This design comes from an exercise in tuning for small area and a short achievable clock period on the open sky130 flow, not from production work.
In this exercise RTL edits were held to simulation tests only and were not proved equivalent to the original.
No activity file was given, so power comes from the tool's default toggle rates. No driver is modelled on the clock port, so clocking that relies on it looks cheaper here than on a real chip.

// commit_trace_buffer
module commit_trace_buffer #(
   parameter int DEPTH      = 16,
   parameter int DROP_CNT_W = 16
) (
   input  logic                      clk,
   input  logic                      rst_n,
   input  logic                      commit_valid,
   input  logic [31:0]               commit_pc,
   input  logic [31:0]               commit_instr,
   input  logic [4:0]                commit_rd,
   input  logic [31:0]               commit_data,
   output logic                      trace_valid,
   input  logic                      trace_ready,
   output logic [31:0]               trace_pc,
   output logic [31:0]               trace_instr,
   output logic [4:0]                trace_rd,
   output logic [31:0]               trace_data,
   output logic [15:0]               trace_seq,
   input  logic                      flush,
   input  logic                      clear_stats,
   output logic                      overflow,
   output logic [DROP_CNT_W-1:0]     drop_count,
   output logic [63:0]               retired_count,
   output logic [$clog2(DEPTH):0]    fill_level
);
For scale: ~2,000 flip-flops.
Settings: LEC_CHECK=0, CAP_MARGIN=20, CORE_MARGIN=2, CORE_UTILIZATION=60, SETUP_SLACK_MARGIN=2.9, SLEW_MARGIN=20; clock period 5.5 ns.
run.sh (not shown) runs the stock make flow with config.mk's settings and CLKGATE_MAP_FILE= SYNTH_SCRIPT=/design/flow/synth_recipe.tcl, a recipe that flattens the netlist after the stock synthesis.
Next try:
CTS_BUF_LIST = sky130_fd_sc_hd__clkbuf_8 sky130_fd_sc_hd__clkbuf_16   (was unset)
CTS_CLUSTER_DIAMETER = 80   (was unset)
CTS_CLUSTER_SIZE = 30   (was unset)
After rerunning:
- flip-flop and latch count does not change
- worst setup slack improved by 0.025 ns
- count of clock-buffer cells in the layout falls by 165
- via count falls by about 1%
- combinational power barely changes
- cell area falls by about 4%
Next try:
==> flow/flow/run.sh (new file) <==
#!/bin/bash
set -euo pipefail
bash standard.sh \
  BUFFER_PORTS_ARGS="-buffer_cell sky130_fd_sc_hd__buf_2" \
  CTS_ARGS="-sink_clustering_enable -repair_clock_nets -sink_clustering_size 30 -sink_clustering_max_diameter 80 -buf_list {sky130_fd_sc_hd__clkbuf_8 sky130_fd_sc_hd__clkbuf_16} -dont_use_dummy_load" \
  finish > standard_flow.log 2>&1
==> flow/standard.sh (new file) <==
#!/bin/bash
# synth_recipe.tcl (not shown) runs the flow's synth.tcl, then flattens the netlist and writes it again
# the make line also repeats each setting of config.mk as NAME=value (left out here)
make -C /OpenROAD-flow-scripts/flow DESIGN_CONFIG=/design/flow/config.mk WORK_HOME=/design/flow/orfs CLKGATE_MAP_FILE= SYNTH_SCRIPT=/design/flow/synth_recipe.tcl "${@:-finish}"
removed: flow/run.sh
Hold slack loses 0.030 ns.
Clock skew rises by 0.030 ns.
Design area falls by 3.7%.
Power falls by 2.2%.
Final cell count falls by 2.9%.
Count of clock-buffer cells in the layout falls by 3.

========
The RTL this note starts from:
==> flow/design.v <==
module commit_trace_buffer #(
   parameter int DEPTH      = 16,
   parameter int DROP_CNT_W = 16
) (
   input  logic                      clk,
   input  logic                      rst_n,
   input  logic                      commit_valid,
   input  logic [31:0]               commit_pc,
   input  logic [31:0]               commit_instr,
   input  logic [4:0]                commit_rd,
   input  logic [31:0]               commit_data,
   output logic                      trace_valid,
   input  logic                      trace_ready,
   output logic [31:0]               trace_pc,
   output logic [31:0]               trace_instr,
   output logic [4:0]                trace_rd,
   output logic [31:0]               trace_data,
   output logic [15:0]               trace_seq,
   input  logic                      flush,
   input  logic                      clear_stats,
   output logic                      overflow,
   output logic [DROP_CNT_W-1:0]     drop_count,
   output logic [63:0]               retired_count,
   output logic [$clog2(DEPTH):0]    fill_level
);
   localparam int AW = $clog2(DEPTH);
   localparam int RW = 32 + 32 + 5 + 32 + 16;    
   localparam int NS = DEPTH - 1;                
   logic [AW:0]           cnt_q;       
   logic                  valid_q;     
   logic                  more_q;      
   logic                  ge3_q;       
   logic                  full_q;      
   logic [NS-1:0]         wr_q;        
   logic [NS-1:0]         rs_q;        
   logic [15:0]           seq_q;
   logic                  overflow_q;
   logic [DROP_CNT_W-1:0] drop_cnt_q;
   logic [63:0]           retired_q;
   logic [RW-1:0] mem [NS];
   logic [RW-1:0] head_q;
   logic [RW-1:0] rec_in;
   logic [RW-1:0] head_d;
   logic [NS-1:0] we;
   logic pop, push, drop, to_store, adv;
   assign rec_in = {commit_pc, commit_instr, commit_rd, commit_data, seq_q};
   assign pop      = valid_q && trace_ready && !flush;
   assign push     = commit_valid && !flush && (!full_q || trace_ready);
   assign drop     = commit_valid && !flush && full_q && !trace_ready;
   assign to_store = more_q || (valid_q && !trace_ready);
   assign adv      = !valid_q || trace_ready;
   logic up, dn;
   assign up = push && !pop;
   assign dn = pop && !push;
   always_ff @(posedge clk or negedge rst_n) begin
      if (!rst_n) begin
         cnt_q   <= '0;
         valid_q <= 1'b0;
         more_q  <= 1'b0;
         ge3_q   <= 1'b0;
         full_q  <= 1'b0;
         wr_q    <= NS'(1);
         rs_q    <= '0;
      end else if (flush) begin
         cnt_q   <= '0;
         valid_q <= 1'b0;
         more_q  <= 1'b0;
         ge3_q   <= 1'b0;
         full_q  <= 1'b0;
         rs_q    <= '0;
      end else begin
         if (up) begin
            cnt_q   <= cnt_q + 1'b1;
            valid_q <= 1'b1;
            more_q  <= valid_q;
            ge3_q   <= more_q;
            full_q  <= (cnt_q == (AW+1)'(DEPTH - 1));
         end else if (dn) begin
            cnt_q   <= cnt_q - 1'b1;
            valid_q <= more_q;
            more_q  <= ge3_q;
            ge3_q   <= (cnt_q >= 4);
            full_q  <= 1'b0;
         end
         if (push && to_store) wr_q <= {wr_q[NS-2:0], wr_q[NS-1]};
         if (pop && more_q)
            rs_q <= (push || ge3_q) ? {rs_q[NS-2:0], rs_q[NS-1]} : '0;
         else if (push && to_store && !more_q)
            rs_q <= wr_q;
      end
   end
   always_comb begin
      head_d = ({RW{!adv}} & head_q) | ({RW{adv && !more_q}} & rec_in);
      for (int i = 0; i < NS; i++)
         head_d = head_d | ({RW{adv && rs_q[i]}} & mem[i]);
   end
   always_comb
      for (int i = 0; i < NS; i++)
         we[i] = (wr_q[i] && !full_q) || (wr_q[i] && full_q && trace_ready);
   always_ff @(posedge clk) begin
      for (int i = 0; i < NS; i++)
         if (we[i]) mem[i] <= rec_in;
      head_q <= head_d;
   end
   always_ff @(posedge clk or negedge rst_n) begin
      if (!rst_n) begin
         seq_q      <= '0;
         overflow_q <= 1'b0;
         drop_cnt_q <= '0;
         retired_q  <= '0;
      end else begin
         if (commit_valid) seq_q <= seq_q + 16'd1;
         if (clear_stats) begin
            overflow_q <= 1'b0;
            drop_cnt_q <= '0;
            retired_q  <= '0;
         end else begin
            if (drop) begin
               overflow_q <= 1'b1;
               if (drop_cnt_q != {DROP_CNT_W{1'b1}}) drop_cnt_q <= drop_cnt_q + 1'b1;
            end
            if (commit_valid) retired_q <= retired_q + 64'd1;
         end
      end
   end
   assign trace_valid   = valid_q;
   assign {trace_pc, trace_instr, trace_rd, trace_data, trace_seq} = head_q;
   assign overflow      = overflow_q;
   assign drop_count    = drop_cnt_q;
   assign retired_count = retired_q;
   assign fill_level    = cnt_q;
endmodule
export LEC_CHECK = 0
export CAP_MARGIN = 20
export CORE_MARGIN = 2
export CORE_UTILIZATION = 72
export PLACE_DENSITY = 0.8
export SETUP_SLACK_MARGIN = 3.2
export SLEW_MARGIN = 20
create_clock -name core_clock -period 5.5 [get_ports {clk}]
standard.sh (not shown) runs the stock make flow with config.mk's settings and CLKGATE_MAP_FILE= SYNTH_SCRIPT=/design/flow/synth_recipe.tcl, a recipe that flattens the netlist after the stock synthesis.
==> flow/flow/run.sh <==
#!/bin/bash
set -euo pipefail
bash standard.sh \
  BUFFER_PORTS_ARGS="-buffer_cell sky130_fd_sc_hd__buf_2" \
  CTS_ARGS="-sink_clustering_enable -repair_clock_nets -sink_clustering_size 30 -sink_clustering_max_diameter 80 -buf_list {sky130_fd_sc_hd__clkbuf_8 sky130_fd_sc_hd__clkbuf_16} -dont_use_dummy_load" \
  finish > standard_flow.log 2>&1
The baseline completed with no timing, DRC or antenna violations.
Rerun with:
Settings changed: CORE_UTILIZATION 72 to 60, PLACE_DENSITY 0.8 to unset, SETUP_SLACK_MARGIN 3.2 to 3.3.
=> Cell area is higher by 2.2%; wire length is higher by 2.8%; non-clock buffer count is higher by 84; die area is higher by 20%; critical path depth is lower by 5.
Rerun with:
Settings changed: CORE_UTILIZATION 60 to 65, SETUP_SLACK_MARGIN 3.3 to 3.15.
Core utilization came out higher by 4.1 points.
Final area went down by 2.3%.
Non-clock buffer count falls by 89.
Clock-buffer cell count fell by 2.
Fmax is lower by 5.4%.
Worst setup slack is worse by 0.14 ns.
Routed wire length fell by 1.8%.
Rerun with:
Settings changed: CORE_UTILIZATION 65 to 60, SETUP_SLACK_MARGIN 3.15 to 3.2.
Result:
- critical path depth goes down by 4
- cell area came out higher by 1.3%
- maximum frequency is higher by 5.4%
- worst setup slack improves by 0.13 ns
Rerun with:
Settings changed: CAP_MARGIN 20 to 10, SLEW_MARGIN 20 to 10.
After rerunning:
- via count does not change
- critical path depth stays the same
- flip-flop and latch count stays the same
- clock-buffer cell count is unchanged
- setup slack stays the same
- utilization does not change
- wire length stays the same
- hold slack stays the same
- power is unchanged

## port drivers added, routing unchanged
Ports are ideal in the flow. The routed layouts listed here were re-timed in OpenROAD. Step 1: set_driving_cell puts a clkbuf_16 on clk and a buf_2 on each other input, an assumption about the parent block. Step 2 moves the port delays by t, midway between the first and last clock arrival at a register: inputs arrive t later, outputs are due t later. That takes back most of the time a late clock gives input paths. Slacks: no drivers / after step 1 / after step 2; pairs: no drivers / after step 1.
| run | t, ns | setup slack, ns | hold WS [ns] | worst setup path after step 2 | cell pins on the clock port's net |
|---|---|---|---|---|---|
| the first run of note 1 | 0.889 | 2.816 / 2.774 / 2.073 | 0.279 / 0.243 / 0.532 | input to register | 1 |
| the second run of note 1 | 0.788 | 2.841 / 2.825 / 2.217 | 0.376 / 0.336 / 0.523 | input to register | 1 |
| the third run of note 1 | 0.772 | 2.765 / 2.827 / 2.056 | 0.345 / 0.299 / 0.519 | input to register | 1 |
| the first run of note 2 | 0.772 | 3.071 / 3.041 / 2.345 | 0.477 / 0.451 / 0.477 | input to register | 1 |
| the second run of note 2 | 0.758 | 3.115 / 3.037 / 2.473 | 0.451 / 0.451 / 0.451 | input to register | 1 |
| the third run of note 2 | 0.767 | 2.979 / 3.008 / 2.263 | 0.467 / 0.445 / 0.467 | input to register | 1 |
| the fourth run of note 2 | 0.768 | 3.108 / 3.027 / 2.387 | 0.418 / 0.378 / 0.456 | input to register | 1 |
| the fifth run of note 2 | 0.768 | 3.108 / 3.027 / 2.387 | 0.418 / 0.378 / 0.456 | input to register | 1 |
After both steps setup and hold are still met in every run listed. The setup slack of the first run of note 1, which loses most, moves by -0.042 ns with the drivers and by -0.743 ns with both steps.
